This is an optimization exercise on Yosys and OpenROAD, whose aim is small area, a short achievable clock period and few clock cycles per item, not a production implementation.
No activity file was given, so power comes from the tool's default toggle rates.

== run E ==
Design radix_digit_converter_unit, start of the top module:
module radix_digit_converter_unit (
   input  wire logic        clock,
   input  wire logic        reset,
   input  wire logic        req_tvalid,
   output logic             req_tready,
   input  wire logic [31:0] req_tdata,    
   output logic             rsp_tvalid,
   input  wire logic        rsp_tready,
   output logic [7:0]       rsp_tdata,    
   output logic             rsp_tlast,    
   input  wire logic        csr_wr_en,
   input  wire logic [4:0]  csr_wr_data   
);
For scale: roughly 220 flip-flops, about 53 I/O pins, roughly 17,000 um2 of cells after synthesis.
export LEC_CHECK = 0
export ABC_AREA = 1
export CAP_MARGIN = 20
export CORE_MARGIN = 2
export CORE_UTILIZATION = 60
export SLEW_MARGIN = 20
create_clock -name core_clock -period 12.0 [get_ports {clock}]
standard.sh (not shown) runs the stock make flow with config.mk's settings and CLKGATE_MAP_FILE= SYNTH_SCRIPT=/design/flow/synth_recipe.tcl, a recipe that flattens the netlist after the stock synthesis.
==> flow/flow/run.sh <==
#!/bin/bash
# Standard layout, with timing repair aiming well below the clock period:
# repair_timing treats any path with less than SETUP_SLACK_MARGIN ns of slack as failing.
set -euo pipefail
bash standard.sh synth > synth.log 2>&1
bash standard.sh SETUP_SLACK_MARGIN=8.5 finish > layout.log 2>&1
Run E ran to completion and came out clean on the timing, DRC and antenna checks.
Setup changes, run E to run A
--- a/flow/design.v
+++ b/flow/design.v
@@ -73,22 +73,20 @@
    logic [3:0]  v_nib;      
    logic        a_busy, a_done;
    logic [1:0]  a_ty;
    logic [NCELL-1:0][3:0] a_cell;
    logic        e_busy, e_first;
    logic        e_lp;       
    logic [1:0]  e_ty;
    logic [3:0]  e_j;
    logic [1:0]  e_s;
    logic [NCELL-1:0][3:0] e_cell;
-   logic        t_v;
-   logic [3:0]  t_d;
    logic        o_v, o_l, s_v, s_l;
    logic [3:0]  o_d, s_d;
    assign req_tready = rdy_ff;
    assign rsp_tvalid = o_v;
    assign rsp_tdata  = {4'd0, o_d};
    assign rsp_tlast  = o_l;
    logic [4:0] r_eff;
    logic       d_ld, d_oct, d_bcd, d_gen;
    logic [3:0] d_rc;
    logic [1:0] d_ty;
@@ -102,23 +100,20 @@
       d_gen = !d_ld && !d_oct && !d_bcd;
       d_rc  = (r_eff == 5'd3) ? 4'd9 : r_eff[3:0];
       case (r_eff)
          5'd2:    d_ty = TY_BIN;
          5'd4:    d_ty = TY_QUAT;
          5'd3:    d_ty = TY_TERN;
          default: d_ty = TY_ONE;
       endcase
    end
    logic       emit, e_last, handoff, start, start_last, step_last, v_free;
-   logic       push, e_tail;
-   logic [3:0] p_dig;
-   logic       p_last;
    logic [2:0] top;
    logic [3:0] nib1;
    logic       bit_in;
    logic [3:0] e_rd;
    logic [1:0] s_eff, s_max;
    logic [3:0] e_dig;
    logic [3:0] h_top;          
    logic [NCELL-1:0] h_nz;
    logic [1:0] h_s0;           
    logic [3:0] e_j_n;
@@ -146,27 +141,23 @@
          TY_BIN:  e_dig = {3'd0, e_rd[s_eff]};
          TY_QUAT: e_dig = s_eff[0] ? {2'd0, e_rd[3:2]} : {2'd0, e_rd[1:0]};
          TY_TERN: begin
             if (s_eff[0]) e_dig = (e_rd >= 4'd6) ? 4'd2 : (e_rd >= 4'd3) ? 4'd1 : 4'd0;
             else          e_dig = (e_rd >= 4'd6) ? e_rd - 4'd6 : (e_rd >= 4'd3) ? e_rd - 4'd3 : e_rd;
          end
          default: e_dig = e_rd;
       endcase
    end
    always_comb begin
-      push       = !s_v && (t_v || e_busy);
-      emit       = e_busy && !s_v && !t_v;
+      emit       = e_busy && !s_v;
       e_last     = emit && e_lp;
-      e_tail     = emit && a_done && (e_ty == TY_ONE) && (e_j == 4'd1);
-      handoff    = a_done && (!e_busy || e_last || e_tail);
-      p_dig      = t_v ? t_d : e_dig;
-      p_last     = t_v || e_last;
+      handoff    = a_done && (!e_busy || e_last);
       start      = v_full && !a_busy && (!a_done || handoff);
       top        = v_top;
       start_last = v_ld || v_oct || (v_bcd && (top == 3'd0));
       step_last  = (v_idx == 3'd0) && (!v_gen || (v_bit == 2'd0));
       v_free     = (a_busy && step_last) || (start && start_last);
       nib1       = v_data[{top, 2'b00} +: 4];
       bit_in     = v_nib[v_bit];
    end
    logic [NCELL-1:0][3:0] first_cells, bcd_cells, gen_cells;
    always_comb begin
@@ -253,40 +244,37 @@
       step_last_n = (v_idx_n == 3'd0) && (!v_gen || (v_bit_n == 2'd0));
    end
    always_ff @(posedge clock) begin
       if (reset) begin
          radix_ff <= 5'd2;
          rdy_ff   <= 1'b1;
          v_full   <= 1'b0;
          a_busy   <= 1'b0;
          a_done   <= 1'b0;
          e_busy   <= 1'b0;
-         t_v      <= 1'b0;
          o_v      <= 1'b0;
          s_v      <= 1'b0;
       end else begin
          if (csr_wr_en) radix_ff <= csr_wr_data;
          v_full <= v_full_n;
          rdy_ff <= !v_full_n || (a_busy_n && step_last_n);
          a_busy <= a_busy_n;
          if ((start && start_last) || (a_busy && step_last)) a_done <= 1'b1;
          else if (handoff) a_done <= 1'b0;
          if (handoff) e_busy <= 1'b1;
          else if (e_last) e_busy <= 1'b0;
-         if (e_tail) t_v <= 1'b1;
-         else if (!s_v) t_v <= 1'b0;
          if (s_v) begin
             if (!o_v || rsp_tready) begin
                o_v <= 1'b1;
                s_v <= 1'b0;
             end
-         end else if (push) begin
+         end else if (emit) begin
             if (!o_v || rsp_tready) o_v <= 1'b1;
             else s_v <= 1'b1;
          end else if (rsp_tready) begin
             o_v <= 1'b0;
          end
       end
       if (rdy_ff) begin
          v_data <= req_tdata;
          v_ld   <= d_ld;
          v_oct  <= d_oct;
@@ -318,23 +306,22 @@
          e_first <= 1'b0;
          e_j    <= e_j_n;
          e_s    <= e_s_n;
          e_lp   <= (e_j_n == 4'd0) && (e_s_n == 2'd0);
       end
       if (s_v) begin
          if (!o_v || rsp_tready) begin
             o_d <= s_d;
             o_l <= s_l;
          end
-      end else if (push) begin
+      end else if (emit) begin
          if (!o_v || rsp_tready) begin
-            o_d <= p_dig;
-            o_l <= p_last;
+            o_d <= e_dig;
+            o_l <= e_last;
          end else begin
-            s_d <= p_dig;
-            s_l <= p_last;
+            s_d <= e_dig;
+            s_l <= e_last;
          end
       end
-      if (e_tail) t_d <= e_cell[0];
    end
 endmodule
 `default_nettype wire
Findings:
Run E → run A: worst path setup slack after routing shows an increase of 92 ps, number of sinks driven by the clock tree shows a reduction of about 2.3%, sequential share of cell area shows no meaningful change, part of the total power dissipated in combinational logic shows an increase of 1.6 points.
Part of the cycle the worst path needs in run A is 0.76 points lower than in run E
Run A: post-route cell area about 2.2% below run E
Run A did not stop at any stage, and its layout met the timing, DRC and antenna checks.
Average size of a mapped cell ended up 1.8% lower on run A than on run E.
No run of this note included a check of the RTL's function; only the layout flow was run.

-- static timing again, ports no longer ideal --
In the flow no input, the clock included, has a driving cell. The finished layouts below were timed again as built, in two steps.
Step 1 assumes that a clkbuf_16 drives the clock port and a buf_2 every other input.
Step 2 moves the port delays by t, midway between the first and last clock arrival at a register: inputs arrive t later, outputs are due t later. That takes back most of the time a late clock gives input paths.
Three values: ideal ports, drivers, drivers and shift; two values: the first two.
run | shift t [ns] | slack for setup (ns) | worst slew at a driven data input, ns
run E | 0.591 | 8.466 / 8.414 / 8.099 | 0.04
run A | 0.577 | 8.557 / 8.530 / 8.153 | 0.03
After both steps every run listed still meets setup and hold. For run A, which loses most, drivers alone change the setup slack by -0.027 ns; drivers and shift together by -0.404 ns.
